What follows belongs to an exercise in optimizing a design on an open flow for small area; a production flow would make more cautious choices. Where RTL was checked, it was by simulation tests only, not by an equivalence proof against the original. Power and IR drop assume default switching activity.

==> flow/design.v <==
package fetch_pkg;
	localparam int ROB_TAG_W = 3;  
	localparam int BHT_IDX_W = 4;  
	typedef logic [31:0]          xlen_t;
	typedef logic [4:0]           reg_idx_t;
	typedef logic [ROB_TAG_W-1:0] rob_tag_t;
	typedef logic [BHT_IDX_W-1:0] bht_idx_t;
	localparam logic [6:0] OPC_LUI    = 7'h37;
	localparam logic [6:0] OPC_AUIPC  = 7'h17;
	localparam logic [6:0] OPC_JAL    = 7'h6f;
	localparam logic [6:0] OPC_JALR   = 7'h67;
	localparam logic [6:0] OPC_BRANCH = 7'h63;
	localparam logic [6:0] OPC_LOAD   = 7'h03;
	localparam logic [6:0] OPC_STORE  = 7'h23;
	localparam logic [6:0] OPC_OP     = 7'h33;  
	localparam logic [6:0] OPC_OP_IMM = 7'h13;  
	typedef enum logic [2:0] {
		ic_alu,
		ic_load,
		ic_store,
		ic_branch,
		ic_jal,
		ic_jalr,
		ic_lui_auipc
	} inst_class_e;
	typedef struct packed {
		xlen_t       pc;
		xlen_t       inst;
		inst_class_e cls;
		reg_idx_t    rd;      
		xlen_t       imm;     
		xlen_t       target;  
		logic        taken;   
	} q_entry_t;
	typedef struct packed {
		q_entry_t entry;
		rob_tag_t tag;
	} issue_entry_t;
endpackage
module fetch_ctrl (
	input  logic clk,
	input  logic rst,
	input  logic flush,
	input  logic mem_ack,
	input  logic queue_full,
	output logic mem_req,
	output logic fetch_done
);
	typedef enum logic [1:0] {
		st_idle,          
		st_wait_ack,      
		st_wait_release,  
		st_discard        
	} state_e;
	state_e state, state_nxt;
	logic can_start;
	assign can_start = !mem_ack && (!queue_full || flush);
	always_comb begin
		state_nxt = state;
		case (state)
			st_idle: begin
				if (can_start)
					state_nxt = st_wait_ack;  
			end
			st_wait_ack: begin
				if (mem_ack)
					state_nxt = st_wait_release;  
				else if (flush)
					state_nxt = st_discard;  
			end
			st_discard: begin
				if (mem_ack)
					state_nxt = st_wait_release;
			end
			st_wait_release: begin
				if (!mem_ack)
					state_nxt = st_idle;
			end
			default: state_nxt = st_idle;
		endcase
	end
	always_ff @(posedge clk) begin
		if (rst)
			state <= st_idle;
		else
			state <= state_nxt;
	end
	assign mem_req = (state == st_wait_ack) || (state == st_discard);
	assign fetch_done = (state == st_wait_ack) && mem_ack && !flush;
endmodule
module pc_gen #(
	parameter logic [31:0] RESET_PC = '0
) (
	input  logic     clk,
	input  logic     rst,
	input  logic     flush,
	input  fetch_pkg::xlen_t    flush_pc,
	input  logic     fetch_done,
	input  fetch_pkg::xlen_t    inst,       
	input  logic     bht_taken,  
	output fetch_pkg::xlen_t    pc
);
	logic is_jal, is_br;
	fetch_pkg::xlen_t step, pc_next;
	assign is_jal = inst[6:0] == fetch_pkg::OPC_JAL;
	assign is_br  = inst[6:0] == fetch_pkg::OPC_BRANCH;
	always_comb begin
		if (is_jal)
			step = {{11{inst[31]}}, inst[31], inst[19:12], inst[20], inst[30:21], 1'b0};
		else if (is_br && bht_taken)
			step = {{19{inst[31]}}, inst[31], inst[7], inst[30:25], inst[11:8], 1'b0};
		else
			step = 32'd4;
	end
	assign pc_next = pc + step;
	always_ff @(posedge clk) begin
		if (rst)
			pc <= RESET_PC;
		else if (flush)
			pc <= flush_pc;  
		else if (fetch_done)
			pc <= pc_next;
	end
endmodule
module inst_decode (
	input  fetch_pkg::xlen_t    inst,
	output logic [2:0]          cls,
	output fetch_pkg::reg_idx_t rd,
	output fetch_pkg::xlen_t    imm
);
	logic [6:0] opcode;
	assign opcode = inst[6:0];
	always_comb begin
		rd  = inst[11:7];
		cls = fetch_pkg::ic_alu;
		imm = {{20{inst[31]}}, inst[31:20]};  
		case (opcode)
			fetch_pkg::OPC_LOAD: cls = fetch_pkg::ic_load;
			fetch_pkg::OPC_STORE: begin
				cls = fetch_pkg::ic_store;
				rd  = '0;
				imm = {{20{inst[31]}}, inst[31:25], inst[11:7]};
			end
			fetch_pkg::OPC_BRANCH: begin
				cls = fetch_pkg::ic_branch;
				rd  = '0;
				imm = {{19{inst[31]}}, inst[31], inst[7],
					inst[30:25], inst[11:8], 1'b0};
			end
			fetch_pkg::OPC_JAL: begin
				cls = fetch_pkg::ic_jal;
				imm = {{11{inst[31]}}, inst[31], inst[19:12],
					inst[20], inst[30:21], 1'b0};
			end
			fetch_pkg::OPC_JALR: cls = fetch_pkg::ic_jalr;
			fetch_pkg::OPC_LUI, fetch_pkg::OPC_AUIPC: begin
				cls = fetch_pkg::ic_lui_auipc;
				imm = {inst[31:12], 12'b0};  
			end
			default: cls = fetch_pkg::ic_alu;  
		endcase
	end
endmodule
module inst_queue #(
	parameter int QUEUE_DEPTH = 8
) (
	input  logic        clk,
	input  logic        rst,
	input  logic        flush,
	input  logic        push,
	input  logic [31:0] push_inst,
	input  logic        push_bht,
	input  logic        pop,
	output logic [31:0] head_inst,
	output logic        head_bht,
	output logic        head_jal,  
	output logic        head_br,   
	output logic        empty,
	output logic        full
);
	localparam int RING  = QUEUE_DEPTH - 1;
	localparam int CNT_W = $clog2(QUEUE_DEPTH + 1);
	logic [32:0] ring [0:RING-1];  
	logic [32:0] head_q, ring_out, head_d;
	logic [CNT_W-1:0] count;  
	logic do_push, one, head_load, head_from_ring, ring_push;
	assign empty   = count == '0;
	assign one     = count == CNT_W'(1);
	assign full    = count == CNT_W'(QUEUE_DEPTH);
	assign do_push = push && !full;
	assign {head_bht, head_inst} = head_q;
	assign ring_out = ring[count - CNT_W'(2)];  
	assign head_d   = head_from_ring ? ring_out : {push_bht, push_inst};
	assign head_from_ring = pop && !one;
	assign head_load      = head_from_ring || (do_push && (empty || (pop && one)));
	assign ring_push      = do_push && !empty && !(pop && one);
	always_ff @(posedge clk) begin
		if (rst || flush)
			count <= '0;
		else if (do_push && !pop)
			count <= count + 1'b1;
		else if (pop && !do_push)
			count <= count - 1'b1;
	end
	always_ff @(posedge clk) begin
		if (head_load) begin
			head_q   <= head_d;
			head_jal <= head_d[6:0] == fetch_pkg::OPC_JAL;
			head_br  <= head_d[6:0] == fetch_pkg::OPC_BRANCH;
		end
		if (ring_push) begin
			ring[0] <= {push_bht, push_inst};
			for (int i = 1; i < RING; i++)
				ring[i] <= ring[i-1];
		end
	end
endmodule
module issue_router (
	input  logic         clk,
	input  logic         rst,
	input  logic         flush,
	input  fetch_pkg::xlen_t        fetch_pc,
	input  logic         empty,
	input  logic [31:0]  head_inst,
	input  logic         head_bht,
	input  logic         head_jal,
	input  logic         head_br,
	input  logic         rob_full,
	input  logic         slb_full,
	input  logic         rs_full,
	output logic         pop,
	output logic         issue_valid,
	output logic         issue_to_slb,
	output fetch_pkg::issue_entry_t issue_entry
);
	fetch_pkg::rob_tag_t tag_cnt;  
	fetch_pkg::xlen_t    head_pc;  
	logic [2:0]          cls;
	fetch_pkg::reg_idx_t rd;
	fetch_pkg::xlen_t    imm, target, pc_plus4, pc_next;
	logic                is_jal, is_br, taken, target_full;
	inst_decode u_dec (.inst(head_inst), .cls, .rd, .imm);
	assign is_jal = head_jal;
	assign is_br  = head_br;
	assign taken  = is_jal || (is_br && head_bht);
	assign pc_plus4 = head_pc + 32'd4;
	fetch_pkg::xlen_t offset;
	always_comb begin
		if (is_jal)
			offset = {{11{head_inst[31]}}, head_inst[31], head_inst[19:12], head_inst[20],
				head_inst[30:21], 1'b0};
		else if (is_br)
			offset = {{19{head_inst[31]}}, head_inst[31], head_inst[7], head_inst[30:25],
				head_inst[11:8], 1'b0};
		else
			offset = 32'd4;
	end
	assign target   = head_pc + offset;
	assign pc_next  = taken ? target : pc_plus4;
	assign issue_to_slb = (cls == fetch_pkg::ic_load) || (cls == fetch_pkg::ic_store);
	assign target_full  = issue_to_slb ? slb_full : rs_full;
	assign issue_valid = !empty && !rob_full && !target_full;
	assign pop         = issue_valid;
	assign issue_entry = {head_pc, head_inst, cls, rd, imm, target, taken, tag_cnt};
	always_ff @(posedge clk) begin
		if (rst || flush)
			tag_cnt <= '0;  
		else if (issue_valid)
			tag_cnt <= tag_cnt + 1'b1;  
	end
	always_ff @(posedge clk) begin
		if (empty)
			head_pc <= fetch_pc;
		else if (issue_valid)
			head_pc <= pc_next;
	end
endmodule
module ifu_top #(
	parameter int    QUEUE_DEPTH = 8,
	parameter logic [31:0] RESET_PC    = '0
) (
	input  logic         clk,
	input  logic         rst,
	input  logic         flush,
	input  fetch_pkg::xlen_t        flush_pc,
	output logic         mem_req,
	output fetch_pkg::xlen_t        mem_addr,
	input  logic         mem_ack,
	input  fetch_pkg::xlen_t        mem_data,
	output fetch_pkg::bht_idx_t     bht_idx,
	input  logic         bht_taken,
	input  logic         rob_full,
	input  logic         slb_full,
	input  logic         rs_full,
	output logic         issue_valid,
	output logic         issue_to_slb,
	output fetch_pkg::issue_entry_t issue_entry
);
	logic     fetch_done, queue_full, queue_empty, queue_pop;
	fetch_pkg::xlen_t    pc;
	logic [31:0] head_inst;
	logic        head_bht, head_jal, head_br;
	assign mem_addr = pc;  
	assign bht_idx  = mem_data[fetch_pkg::BHT_IDX_W+1:2];
	fetch_ctrl u_ctrl (.clk, .rst, .flush, .mem_ack, .queue_full,
		.mem_req, .fetch_done);
	pc_gen #(.RESET_PC(RESET_PC)) u_pc (.clk, .rst, .flush, .flush_pc,
		.fetch_done, .inst(mem_data), .bht_taken, .pc);
	inst_queue #(.QUEUE_DEPTH(QUEUE_DEPTH)) u_q (.clk, .rst, .flush,
		.push(fetch_done), .push_inst(mem_data), .push_bht(bht_taken),
		.pop(queue_pop), .head_inst, .head_bht, .head_jal, .head_br,
		.empty(queue_empty), .full(queue_full));
	issue_router u_iss (.clk, .rst, .flush, .fetch_pc(pc),
		.empty(queue_empty), .head_inst, .head_bht, .head_jal, .head_br, .rob_full, .slb_full,
		.rs_full, .pop(queue_pop), .issue_valid, .issue_to_slb, .issue_entry);
endmodule
clock: 6.0 ns
lec_check: 0
cap_margin: 20
core_margin: 2
core_utilization: 40
cts_buf_list: sky130_fd_sc_hd__clkbuf_8 sky130_fd_sc_hd__clkbuf_16
cts_cluster_diameter: 80
cts_cluster_size: 20
slew_margin: 20
standard.sh (not shown) runs the stock make flow with config.mk's settings and CLKGATE_MAP_FILE= SYNTH_SCRIPT=/design/flow/synth_recipe.tcl, a recipe that flattens the netlist after the stock synthesis.
==> flow/flow/run.sh <==
#!/bin/bash
# The standard layout with two changes to how it is made:
#  - synthesis maps logic with an area-oriented ABC script (flow/abc_area.script);
#    everything else in synthesis, registers included, is the standard one
#  - plain buf_1 cells as the port buffers (every port still gets its own buffer)
set -euo pipefail
here=$(pwd)
rm -rf "$here/scripts_abc"
cp -r "$FLOW_HOME/scripts" "$here/scripts_abc"
cp "$here/flow/abc_area.script" "$here/scripts_abc/abc_speed.script"
export BUFFER_PORTS_ARGS="-buffer_cell sky130_fd_sc_hd__buf_1"
bash standard.sh SCRIPTS_DIR="$here/scripts_abc" synth > synth.log 2>&1
bash standard.sh finish > layout.log 2>&1
==> flow/flow/abc_area.script <==
&get -n
&st
&syn2
&dc2
&dch
&nf -R 1000
&put
topo
dnsize -c
Next try:
--- a/flow/design.v
+++ b/flow/design.v
@@ -242,21 +242,38 @@
 	inst_decode u_dec (.inst(head_inst), .cls, .rd, .imm);
 	assign is_jal = head_jal;
 	assign is_br  = head_br;
 	assign taken  = is_jal || (is_br && head_bht);
-	assign pc_plus4 = head_pc + 32'd4;
-	fetch_pkg::xlen_t offset;
+	logic        jb, c_lo, c_inc, imm_sign;
+	logic [20:0] offset;
+	logic [20:0] sum_lo;
+	logic [18:0] inc_lo;
+	logic [10:0] pc_hi, hi_up, hi_dn, target_hi;
+	assign jb       = is_jal || is_br;
+	assign imm_sign = jb && head_inst[31];
 	always_comb begin
 		if (is_jal)
-			offset = {{11{head_inst[31]}}, head_inst[31], head_inst[19:12], head_inst[20],
-				head_inst[30:21], 1'b0};
+			offset = {head_inst[31], head_inst[19:12], head_inst[20], head_inst[30:21], 1'b0};
 		else if (is_br)
-			offset = {{19{head_inst[31]}}, head_inst[31], head_inst[7], head_inst[30:25],
+			offset = {{8{head_inst[31]}}, head_inst[31], head_inst[7], head_inst[30:25],
 				head_inst[11:8], 1'b0};
 		else
-			offset = 32'd4;
+			offset = 21'd4;
 	end
-	assign target   = head_pc + offset;
+	assign {c_lo, sum_lo}   = {1'b0, head_pc[20:0]} + {1'b0, offset};
+	assign {c_inc, inc_lo}  = {1'b0, head_pc[20:2]} + 20'd1;
+	assign pc_hi = head_pc[31:21];
+	assign hi_up = pc_hi + 11'd1;
+	assign hi_dn = pc_hi - 11'd1;
+	always_comb begin
+		case ({imm_sign, c_lo})
+			2'b01:   target_hi = hi_up;
+			2'b10:   target_hi = hi_dn;
+			default: target_hi = pc_hi;
+		endcase
+	end
+	assign target   = {target_hi, sum_lo};
+	assign pc_plus4 = {c_inc ? hi_up : pc_hi, inc_lo, head_pc[1:0]};
 	assign pc_next  = taken ? target : pc_plus4;
 	assign issue_to_slb = (cls == fetch_pkg::ic_load) || (cls == fetch_pkg::ic_store);
 	assign target_full  = issue_to_slb ? slb_full : rs_full;
 	assign issue_valid = !empty && !rob_full && !target_full;
Now the flow produced a layout that fails on setup timing. Power is higher by 3.9%. Final area is higher by about 4.4%. Sequential power hardly moves. Global-route usage is higher by 0.98 points. Die area barely changes. Synthesized area is about the same. Synthesized cell count is higher by 1.4%. Setup slack gets worse by 0.82 ns. Clock skew is higher by 0.0056 ns. Fmax is lower by about 13%. Hold slack is about the same.
Only the layout flow was run in the second run of this note; the RTL was not checked for function there.

-- port drivers added, routing unchanged --
The results above use ideal ports. As a check the final layouts listed here were re-extracted and re-timed, cells and wires unchanged.
Step 1 (the two cells are an assumption about what drives the block):
set clk [get_ports {clk}]
set_driving_cell -lib_cell sky130_fd_sc_hd__clkbuf_16 $clk
set_driving_cell -lib_cell sky130_fd_sc_hd__buf_2 [delete_from_list [all_inputs] $clk]
Step 2 adds t to the input delays and takes it off the output delays; t is the mean of the earliest and latest rising clock arrival at the registers after step 1. Input paths then give back, and output paths get back, about the clock's delay inside the block.
Three values: no drivers, after step 1, after step 2; two values: the first two.
| run | t (ns) | setup slack, ns | pins driven straight from the clock port |
|---|---|---|---|
| the first run | 0.597 | 0.342 / 0.293 / 0.218 | 1 |
| the second run | 0.606 | -0.474 / -0.531 / 0.075 | 1 |
The setup slack of the first run, which loses most, moves by -0.049 ns with the drivers and by -0.124 ns with both steps.
